What follows belongs to an exercise in optimizing a design on an open flow for small area, a short achievable clock period and few clock cycles per item; a production flow would make more cautious choices.
At most, simulation tests tie the RTL to the original design; equivalence was not proved.
No activity file was given, so power comes from the tool's default toggle rates.

// boreal_ledger
module boreal_ledger
#(
  parameter int DEPTH = 16,
  parameter int AW    = $clog2(DEPTH)
) (
  input  logic          clk,
  input  logic          rst,
  input  logic          ledger_wr_en,
  input  logic [31:0]   wr_opcode,
  input  logic [31:0]   wr_nonce,
  input  logic          wr_committed,
  input  logic [31:0]   wr_policy_hash,
  input  logic          rd_ready,
  output logic          rd_valid,
  output logic [31:0]   rd_seq,
  output logic [31:0]   rd_opcode,
  output logic [31:0]   rd_nonce,
  output logic [31:0]   rd_policy_hash,
  output logic          rd_committed,
  output logic [31:0]   rd_chain,
  output logic [AW:0]   ledger_count,
  output logic          ledger_full,
  output logic          overflow,
  output logic [15:0]   drop_count,
  output logic [31:0]   chain_head
);
clock: 5.0 ns
lec_check: 0
cap_margin: 20
core_margin: 2
core_utilization: 40
cts_cluster_diameter: 100
cts_cluster_size: 25
setup_slack_margin: 2.8
slew_margin: 20
standard.sh (not shown) runs the stock make flow with config.mk's settings and CLKGATE_MAP_FILE= SYNTH_SCRIPT=/design/flow/synth_recipe.tcl, a recipe that flattens the netlist after the stock synthesis.
==> flow/flow/run.sh <==
#!/bin/bash
# The standard layout, with plain buffers (buf_2) instead of the default
# delay-type cell on the ports. Full tool output goes to standard.log here and
# to the ORFS logs under orfs/logs/.
set -euo pipefail
bash standard.sh "BUFFER_PORTS_ARGS=-buffer_cell sky130_fd_sc_hd__buf_2" finish > standard.log 2>&1
The first run produced a clean layout.
Edit:
- CORE_UTILIZATION: 40 -> 55
- CTS_CLUSTER_DIAMETER: 100 -> 80
- CTS_CLUSTER_SIZE: 25 -> 30
- SETUP_SLACK_MARGIN: 2.8 -> 2.7
Outcome: Combinational power decreases by 12%; setup slack got worse by 160 ps; area after synthesis stays the same; routed wire length went down by 7.6%; hold slack stays flat; clock power fell by 2.6%; power decreases by 3.0%; count of clock-buffer cells in the layout falls by 20; register-to-register slack loses 20 ps; sequential share of layout area is higher by 3.6 points.
Function was not checked in any run of this note: the RTL went through the layout flow alone.


== main ==
boreal_ledger, a different RTL version from the one above (not shown whole).
For scale: roughly 3800 cells after synthesis, about 1700 flip-flops, roughly 0.064 mm^2 of cells after synthesis.
clock: 5.0 ns
lec_check: 0
cap_margin: 20
core_margin: 2
core_utilization: 40
cts_cluster_diameter: 100
cts_cluster_size: 30
setup_slack_margin: 2.7
slew_margin: 20
Scripts as last shown in full above: flow/flow/run.sh
Testbench counts of main, summed over its fixed seeds: cycles 13,362, items 12,000.
[inputs] the feature branch vs main
==> flow/run.sh (new file) <==
#!/bin/bash
# synth_recipe.tcl (not shown) runs the flow's synth.tcl, then flattens the netlist and writes it again
# the make line also repeats each setting of config.mk as NAME=value (left out here)
make -C /OpenROAD-flow-scripts/flow DESIGN_CONFIG=/design/flow/config.mk WORK_HOME=/design/flow/orfs CLKGATE_MAP_FILE= SYNTH_SCRIPT=/design/flow/synth_recipe.tcl finish
removed: flow/flow/run.sh
removed: flow/standard.sh
==> results.txt <==
- The feature branch was carried through to the last stage, and its layout satisfied the timing, design-rule and antenna checks.
- Share of the clock period used by the worst path (the feature branch over main): decrease, 1.5 points
- met1 track utilization from global routing in the feature branch is 1.1 points above main.
- Sort the feature branch and main by clock share of power, descending, and main comes first.
- The feature branch against main; wire length of the first global-routing pass is up by a few percent.
- Taking main as the reference, in the feature branch power consumption grew by about 0.8%; post-layout instance area went up; instance count after placement with tap cells included has remained practically unchanged; placement-stage cell area went up by 0.0018 mm^2.


Setup of red:
The RTL this note starts from:
==> flow/design.v <==
package boreal_ledger_pkg;
  localparam logic [31:0] LEDGER_CHAIN_SEED = 32'hB0EA_1000;
  typedef logic [0:0] rd_state_t;
  localparam rd_state_t R_IDLE    = 1'b0;
  localparam rd_state_t R_PRESENT = 1'b1;
  localparam int CHAIN_LSB     = 0;
  localparam int COMMITTED_BIT = 32;
  localparam int POLICY_LSB    = 33;
  localparam int NONCE_LSB     = 65;
  localparam int OPCODE_LSB    = 97;
  localparam int SEQ_LSB       = 129;
  localparam int ENTRY_W       = 161;
  function automatic logic [31:0] ledger_chain_mix(
    input logic [31:0] chain,
    input logic [31:0] seq,
    input logic [31:0] opcode,
    input logic [31:0] nonce,
    input logic [31:0] policy_hash,
    input logic        committed
  );
    ledger_chain_mix = {chain[26:0], chain[31:27]} ^ seq ^ opcode ^ nonce ^ policy_hash
           ^ {31'b0, committed};
  endfunction
endpackage
import boreal_ledger_pkg::*;
module boreal_ledger_mem
#(
  parameter int NS = 15,
  parameter int FW = 97
) (
  input  logic          clk,
  input  logic [NS-1:0] we,
  input  logic [FW-1:0] wr_data,
  input  logic [NS-1:0] rd_sel,
  output logic [FW-1:0] rd_data
);
  logic [FW-1:0] mem [NS];
  always_ff @(posedge clk) begin
    for (int i = 0; i < NS; i++) begin
      if (we[i]) begin
        mem[i] <= wr_data;
      end
    end
  end
  always_comb begin
    rd_data = '0;
    for (int i = 0; i < NS; i++) begin
      rd_data = rd_data | (mem[i] & {FW{rd_sel[i]}});
    end
  end
endmodule
import boreal_ledger_pkg::*;
module boreal_ledger
#(
  parameter int DEPTH = 16,
  parameter int AW    = $clog2(DEPTH)
) (
  input  logic          clk,
  input  logic          rst,
  input  logic          ledger_wr_en,
  input  logic [31:0]   wr_opcode,
  input  logic [31:0]   wr_nonce,
  input  logic          wr_committed,
  input  logic [31:0]   wr_policy_hash,
  input  logic          rd_ready,
  output logic          rd_valid,
  output logic [31:0]   rd_seq,
  output logic [31:0]   rd_opcode,
  output logic [31:0]   rd_nonce,
  output logic [31:0]   rd_policy_hash,
  output logic          rd_committed,
  output logic [31:0]   rd_chain,
  output logic [AW:0]   ledger_count,
  output logic          ledger_full,
  output logic          overflow,
  output logic [15:0]   drop_count,
  output logic [31:0]   chain_head
);
  localparam int NS = DEPTH - 2;    
  localparam int FW = 97;           
  logic [31:0]   seq_ctr;
  logic [NS-1:0] wr_oh;             
  logic [NS-1:0] rd_oh;             
  logic [NS-1:0] wr_free;           
  logic [NS-1:0] wr_oh_next;
  logic [AW-1:0] ring_cnt;          
  logic          ring_any;          
  logic          nx_valid;          
  logic [FW-1:0] nx_fields;
  logic          pop;
  logic          wr_accept;
  logic          head_load;
  logic          nx_load;
  logic [31:0]   chain_next;
  logic [31:0]   seq_inc;
  logic [31:0]   head_chain;
  logic [AW:0]   count_next;
  logic [AW:0]   count_inc;
  logic [AW:0]   count_dec;
  logic [AW-1:0] ring_inc;
  logic [AW-1:0] ring_dec;
  logic          c_all1, c_all0, r_all1, r_all0;
  logic          full_next;
  logic          cnt_up;
  logic          cnt_dn;
  logic          ring_up;
  logic          ring_dn;
  logic [AW-1:0] ring_cnt_next;
  logic          ring_any_next;
  logic [NS-1:0] ring_we;
  logic [FW-1:0] wr_fields;
  logic [FW-1:0] rg_fields;
  assign pop = rd_valid && rd_ready;
  assign wr_accept = ledger_wr_en && (!ledger_full || rd_ready);
  assign head_load = nx_valid && (!rd_valid || rd_ready);
  assign nx_load   = ring_any && (!nx_valid || head_load);
  assign chain_next = boreal_ledger_pkg::ledger_chain_mix(chain_head, seq_ctr, wr_opcode,
                                       wr_nonce, wr_policy_hash,
                                       wr_committed);
  assign wr_fields = {wr_opcode, wr_nonce, wr_policy_hash, wr_committed};
  assign ring_we = wr_free | (wr_oh & {NS{rd_ready}});
  assign wr_oh_next = wr_accept ? {wr_oh[NS-2:0], wr_oh[NS-1]} : wr_oh;
  boreal_ledger_mem #(
    .NS (NS),
    .FW (FW)
  ) u_mem (
    .clk     (clk),
    .we      (ring_we),
    .wr_data (wr_fields),
    .rd_sel  (rd_oh),
    .rd_data (rg_fields)
  );
  assign seq_inc    = rd_seq + 32'd1;
  assign head_chain = boreal_ledger_pkg::ledger_chain_mix(rd_chain, seq_inc, nx_fields[96:65],
                                       nx_fields[64:33], nx_fields[32:1],
                                       nx_fields[0]);
  always_comb begin
    c_all1 = 1'b1;
    c_all0 = 1'b1;
    for (int i = 0; i <= AW; i++) begin
      count_inc[i] = ledger_count[i] ^ c_all1;
      count_dec[i] = ledger_count[i] ^ c_all0;
      c_all1 = c_all1 & ledger_count[i];
      c_all0 = c_all0 & !ledger_count[i];
    end
    r_all1 = 1'b1;
    r_all0 = 1'b1;
    for (int i = 0; i < AW; i++) begin
      ring_inc[i] = ring_cnt[i] ^ r_all1;
      ring_dec[i] = ring_cnt[i] ^ r_all0;
      r_all1 = r_all1 & ring_cnt[i];
      r_all0 = r_all0 & !ring_cnt[i];
    end
  end
  assign cnt_up  = wr_accept && !pop;
  assign cnt_dn  = pop && !wr_accept;
  assign count_next = cnt_up ? count_inc : cnt_dn ? count_dec : ledger_count;
  assign full_next  = cnt_up ? (ledger_count == 5'd15) :
                      cnt_dn ? 1'b0 : ledger_full;
  assign ring_up  = wr_accept && !nx_load;
  assign ring_dn  = nx_load && !wr_accept;
  assign ring_cnt_next = ring_up ? ring_inc : ring_dn ? ring_dec : ring_cnt;
  assign ring_any_next = wr_accept || ring_cnt[AW-1:1] != '0 || (ring_cnt[0] && !nx_load);
  always_ff @(posedge clk) begin
    if (rst) begin
      seq_ctr      <= '0;
      chain_head   <= LEDGER_CHAIN_SEED;
      ledger_count <= '0;
      ledger_full  <= 1'b0;
      rd_valid     <= 1'b0;
      nx_valid     <= 1'b0;
      ring_any     <= 1'b0;
      ring_cnt     <= '0;
      overflow     <= 1'b0;
      drop_count   <= '0;
      rd_seq       <= '1;
      rd_chain     <= LEDGER_CHAIN_SEED;
      wr_oh        <= NS'(1);
      wr_free      <= NS'(1);
      rd_oh        <= NS'(1);
    end else begin
      if (wr_accept) begin
        seq_ctr    <= seq_ctr + 32'd1;
        chain_head <= chain_next;
      end else if (ledger_wr_en) begin
        overflow <= 1'b1;
        if (drop_count != 16'hFFFF) begin
          drop_count <= drop_count + 16'd1;
        end
      end
      if (nx_load) begin
        rd_oh <= {rd_oh[NS-2:0], rd_oh[NS-1]};
      end
      if (head_load) begin
        rd_seq   <= seq_inc;
        rd_chain <= head_chain;
      end
      ledger_count <= count_next;
      ledger_full  <= full_next;
      wr_oh        <= wr_oh_next;
      wr_free      <= wr_oh_next & {NS{!full_next}};
      rd_valid     <= head_load || (rd_valid && !rd_ready);
      nx_valid     <= nx_load || (nx_valid && !head_load);
      ring_any     <= ring_any_next;
      ring_cnt     <= ring_cnt_next;
    end
  end
  always_ff @(posedge clk) begin
    if (nx_load) begin
      nx_fields <= rg_fields;
    end
  end
  always_ff @(posedge clk) begin
    if (rst) begin
      {rd_opcode, rd_nonce, rd_policy_hash, rd_committed} <= '0;
    end else if (head_load) begin
      {rd_opcode, rd_nonce, rd_policy_hash, rd_committed} <= nx_fields;
    end
  end
endmodule
clock: 5.0 ns
lec_check: 0
cap_margin: 20
core_margin: 2
core_utilization: 40
cts_cluster_diameter: 80
cts_cluster_size: 30
setup_slack_margin: 2.7
slew_margin: 20
==> flow/flow/run.sh <==
#!/bin/bash
# The standard layout, with plain buffers (buf_2) on the ports and a fanout
# limit set before global placement (flow/fanout.tcl). Full tool output goes to
# standard.log here and to the ORFS logs under orfs/logs/.
set -euo pipefail
bash standard.sh "BUFFER_PORTS_ARGS=-buffer_cell sky130_fd_sc_hd__buf_2" \
  "PRE_GLOBAL_PLACE_TCL=$PWD/flow/fanout.tcl" finish > standard.log 2>&1
==> flow/flow/fanout.tcl <==
# Cap net fanout so that repair_design builds buffer trees for the wide
# enable and select nets of the entry ring.
set_max_fanout 24 [current_design]
Testbench counts of red, summed over its fixed seeds: cycles 13,362, items 12,000.
Here is what was changed in the inputs of blue compared with red.
==> flow/flow/run.sh <==
#!/bin/bash
# The standard layout, with plain buffers (buf_2) instead of the default
# delay-type cell on the ports. Full tool output goes to standard.log here and
# to the ORFS logs under orfs/logs/.
set -euo pipefail
bash standard.sh "BUFFER_PORTS_ARGS=-buffer_cell sky130_fd_sc_hd__buf_2" finish > standard.log 2>&1
removed: flow/flow/fanout.tcl
[summary]
Compared with red, in blue smallest setup slack after layout rose 0.091 ns, flip-flop and latch share of the layout cell area fell 0.34 points, placement-stage cell area fell about 0.6%, maximum number of pins on one net before global-route repair rose about 200%. blue closes out successfully: all stages finished, all timing, DRC and antenna checks passed. For area of combinational cells with multiple inputs, blue and red come out practically identical.
diff inputs: blue => green
Settings: a change of SETUP_SLACK_MARGIN from 2.7 to 2.8.
[summary]
- The lower wire length came out of blue.
- Between blue and green, via count is higher for green, blue comes in under that.
- Between blue and green, setup slack increased.
- Re met2 track demand over resource in global routing: green is 1.0 points up on blue.
- Reported for blue and green, synthesized netlist cell count turned out identical to the last digit.

what the ideal ports hide:
Ports are ideal in the flow. The routed layouts listed here were re-timed in OpenROAD. Step 1 sets driving cells, clkbuf_16 on the clock port and buf_2 on the other inputs (assumed; they add their load-dependent delay and slew). Step 2 also shifts input and output timing later by t, the mid clock arrival at the registers, as if the neighbouring blocks saw the same clock. a / b / c = no drivers / after step 1 / after step 2; a / b = the first two.
run | t (ns) | slack for setup (ns) | worst hold slack (ns) | worst setup path at the end | worst slew at a driven data input, ns
the first run of note 1 | 0.798 | 2.653 / 2.635 / 1.843 | 0.460 / 0.460 / 0.460 | input to register | 0.16
the second run of note 1 | 0.764 | 2.489 / 2.494 / 1.730 | 0.458 / 0.458 / 0.458 | input to register | 0.17
main | 0.792 | 2.493 / 2.555 / 1.763 | 0.469 / 0.469 / 0.469 | input to register | 0.17
the feature branch | 0.812 | 2.566 / 2.477 / 1.884 | 0.472 / 0.472 / 0.472 | input to register | 0.17
red | 0.808 | 2.589 / 2.589 / 1.969 | 0.458 / 0.458 / 0.458 | input to register | 0.15
blue | 0.820 | 2.680 / 2.652 / 2.035 | 0.457 / 0.457 / 0.457 | input to register | 0.21
green | 0.810 | 2.740 / 2.656 / 2.054 | 0.454 / 0.454 / 0.454 | input to register | 0.21
After both steps setup and hold are still met in every run listed. The setup slack of the first run of note 1, which loses most, moves by -0.018 ns with the drivers and by -0.810 ns with both steps.
